This is an optimization exercise on Yosys and OpenROAD, whose aim is small area, a short achievable clock period and few clock cycles per item, not a production implementation. At most, simulation tests tie the RTL to the original design; equivalence was not proved. Power figures rest on the tool's default switching activity, not on a simulated workload.

== the previous run ==
Design iir_cascade_sched, start of the top module:
module iir_cascade_sched
#(
    parameter int Nsec   = 4,
    parameter int Ndint  = 3,
    parameter int Ndfrac = 22,
    parameter int Ncint  = 4,
    parameter int Ncfrac = 14
) (
    input  logic                       clk,
    input  logic                       reset,
    input  logic                       dv_in,
    input  logic [Ndint+Ndfrac-1:0]    d_in,
    output logic                       dv_out,
    output logic [Ndint+Ndfrac-1:0]    d_out,
    output logic                       busy,
    input  logic                       flush,
    input  logic                       coef_we,
    input  logic [$clog2(Nsec)+2:0]    coef_addr,
    input  logic [Ncint+Ncfrac-1:0]    coef_data,
    output logic                       ovr,
    output logic                       coef_err,
    input  logic                       err_clr
);
    localparam int DW = Ndint + Ndfrac;            
    localparam int CW = Ncint + Ncfrac;            
    localparam int SW = 45;                        
  ...
For scale: about 7600 cells after synthesis, about 87000 um2 of cells after synthesis.
Settings: LEC_CHECK=0, CAP_MARGIN=20, CORE_MARGIN=2, CORE_UTILIZATION=40, SETUP_SLACK_MARGIN=5, SLEW_MARGIN=20, SYNTH_HIERARCHICAL=1; clock period 12.5 ns.
run.sh (not shown) runs the stock make flow with config.mk's settings and CLKGATE_MAP_FILE= SYNTH_SCRIPT=/design/flow/synth_recipe.tcl, a recipe that flattens the netlist after the stock synthesis.
The previous run was carried through to the last stage, and its layout satisfied the timing, design-rule and antenna checks.
### the previous run -> the current run
diff --git a/flow/config.mk b/flow/config.mk
--- a/flow/config.mk
+++ b/flow/config.mk
@@ -9,5 +9,4 @@
 export CORE_MARGIN = 2
 export CORE_UTILIZATION = 40
-export SETUP_SLACK_MARGIN = 5
 export SLEW_MARGIN = 20
 export SYNTH_HIERARCHICAL = 1
[summary]
Relative to the previous run, global placer's final weighted congestion has decreased by 0.75% in the current run.
Changes observed in the current run relative to the previous run: met3 routed wirelength now sits lower, first-iteration DRC count now sits lower, first-pass GRT wire length now sits at about the same level, post-route worst setup slack now sits lower, utilization now sits at about the same level.
No functional check of the RTL was part of any run of this note.

## job 7228
Another version of the RTL of iir_cascade_sched (not shown whole).
For scale: about 83 I/O pins.
clock: 12.5 ns
lec_check: 0
cap_margin: 20
core_margin: 2
core_utilization: 40
slew_margin: 20
synth_hierarchical: 1
standard.sh (not shown) runs the stock make flow with config.mk's settings and CLKGATE_MAP_FILE= SYNTH_SCRIPT=/design/flow/synth_recipe.tcl, a recipe that flattens the netlist after the stock synthesis.
==> flow/flow/run.sh <==
#!/bin/bash
set -euo pipefail
cd "$(dirname "${BASH_SOURCE[0]}")/.."
bash standard.sh SETUP_SLACK_MARGIN=7 finish > standard_flow.log 2>&1
Job 7228 closes out successfully: all stages finished, all timing, DRC and antenna checks passed.
Testbench counts of job 7228, summed over its fixed seeds: cycles 12,048, items 2,400.
Edits applied to the flow inputs when going from job 7228 to job 8909:
==> flow/flow/run.sh <==
#!/bin/bash
set -euo pipefail
cd "$(dirname "${BASH_SOURCE[0]}")/.."
bash standard.sh SETUP_SLACK_MARGIN=6 finish > standard_flow.log 2>&1
| final period demand of the worst path | higher: job 8909 |. Compared with job 7228, job 8909 shows design area lower by 6.1%. Summary of job 8909 over job 7228: post-layout instance count excluding filler cells now sits lower, post-synthesis to final-layout area growth now sits lower. Diff job 7228 -> job 8909: total length of routed met3 wires decreased 11%, final setup slack of the worst path shrank by 0.37 ns, post-route worst hold slack decreased 0.026 ns, number of CTS-inserted buffers went up.
For job 9209, these inputs were changed with respect to job 8909:
==> flow/run.sh (new file) <==
#!/bin/bash
# synth_recipe.tcl (not shown) runs the flow's synth.tcl, then flattens the netlist and writes it again
# the make line also repeats each setting of config.mk as NAME=value (left out here)
make -C /OpenROAD-flow-scripts/flow DESIGN_CONFIG=/design/flow/config.mk WORK_HOME=/design/flow/orfs CLKGATE_MAP_FILE= SYNTH_SCRIPT=/design/flow/synth_recipe.tcl finish
--- a/flow/config.mk
+++ b/flow/config.mk
@@ -9,4 +9,5 @@
 export CORE_MARGIN = 2
 export CORE_UTILIZATION = 40
+export SETUP_SLACK_MARGIN = 5
 export SLEW_MARGIN = 20
 export SYNTH_HIERARCHICAL = 1
removed: flow/flow/run.sh
removed: flow/standard.sh
Notes after the runs:
The final layout from job 9209, which completed every stage, passed the timing, design-rule and antenna checks at the end of the flow. Going from job 8909 to job 9209, core occupancy in the finished layout now sits lower; highest cell delay on the worst timing path went up by 0.52 ns; power density normalized to cell area held steady. From job 8909 to job 9209 the numbers moved as follows: part of the power in combinational logic saw a decrease, share of cell area taken by flip-flops and latches has remained practically unchanged, final worst-path setup slack down 0.89 ns, area taken by flip-flops and latches dropped 0.53%, wire length of the first global-routing pass stayed essentially flat. The highest-delay cell along the critical path comes out sky130_fd_sc_hd__fa_1 in one run and sky130_fd_sc_hd__dfxtp_1 in the other, namely in job 8909 and job 9209 respectively. Clock network fraction of total power: job 9209 and job 8909 compared, higher one is job 9209.

lagoon:
iir_cascade_sched, a different RTL version from the one above (not shown whole).
Size in the first run: ~7,800 cells after synthesis, roughly 83 I/O pins.
export LEC_CHECK = 0
export CAP_MARGIN = 20
export CORE_MARGIN = 2
export CORE_UTILIZATION = 40
export CTS_BUF_LIST = sky130_fd_sc_hd__clkbuf_16
export CTS_CLUSTER_DIAMETER = 120
export CTS_CLUSTER_SIZE = 20
export SLEW_MARGIN = 20
export SYNTH_HIERARCHICAL = 1
create_clock -name core_clock -period 12.5 [get_ports {clk}]
==> flow/flow/run.sh <==
#!/bin/bash
set -euo pipefail
cd "$(dirname "${BASH_SOURCE[0]}")/.."
bash standard.sh SETUP_SLACK_MARGIN=6.5 finish > standard_flow.log 2>&1
Testbench counts of lagoon, summed over its fixed seeds: cycles 12,048, items 2,400.
## Diff of input files: quartz against lagoon
- putting TNS_END_PERCENT at 50.0 where nothing was set
## What came out
- Looking at quartz and lagoon, the sequential logic power is a wash.
- ~same share of the clock period used by the worst path after layout in quartz and lagoon
- The wire length on lagoon is in line with that on quartz.
- The cell count was comparable across quartz and lagoon.
- As far as clock sink total goes, quartz and lagoon are indistinguishable; the numbers are identical.
- quartz ends up with a initial DRC count that is 2.2% lower than in lagoon.
- Number of clock buffer instances in the layout came out exactly the same in quartz and lagoon.
- lagoon and quartz ended up with roughly the same combined area of the multi-input logic cells.
- lagoon → quartz: fraction of area in non-clock buffers barely changed; all-layer global routing usage barely changed.
> inputs changed (quartz -> nickel)
- a change of CORE_UTILIZATION from 40 to 33
- a deleted TNS_END_PERCENT that had been 50.0
==> run notes <==
Looking at number of detailed-routing iterations run before antenna repair across nickel and quartz, the one that comes out lower is quartz.
Worst slack at placement was lower in the run labelled nickel.
The lower data required time of the critical path came out of quartz.
Non-clock buffer count in nickel is 14 below quartz.
Of the two values seen for source of the critical timing path, ap_q[1] was produced by quartz and ap_q[2] by nickel.

[re-timing with driven ports]
In the flow no input, the clock included, has a driving cell. The finished layouts below were timed again as built, in two steps. Step 1: set_driving_cell puts a clkbuf_16 on clk and a buf_2 on each other input, an assumption about the parent block. Step 2 moves the port delays by t, midway between the first and last clock arrival at a register: inputs arrive t later, outputs are due t later. That takes back most of the time a late clock gives input paths. Slacks: ideal / step 1 / step 2; pairs: ideal / step 1.
run	t (ns)	setup slack, ns	worst register clock-pin slew, ns	worst data-port slew with drivers (ns)	pins driven straight from the clock port
the previous run	0.859	5.268 / 5.268 / 5.268	0.07 / 0.07	0.16	1
the current run	0.848	4.705 / 4.705 / 4.705	0.07 / 0.07	0.17	1
job 7228	0.835	6.513 / 6.513 / 6.272	0.07 / 0.07	0.18	1
job 8909	0.879	6.138 / 6.138 / 5.754	0.07 / 0.07	0.21	1
job 9209	0.876	5.246 / 5.246 / 5.246	0.07 / 0.07	0.21	1
lagoon	0.787	6.448 / 6.448 / 6.448	0.11 / 0.11	0.08	1
quartz	0.789	6.459 / 6.459 / 6.459	0.11 / 0.11	0.08	1
nickel	0.835	6.358 / 6.358 / 6.358	0.11 / 0.11	0.16	1
After both steps every run listed still meets setup and hold. The setup slack of job 8909, which loses most, moves by 0.000 ns with the drivers and by -0.384 ns with both steps.
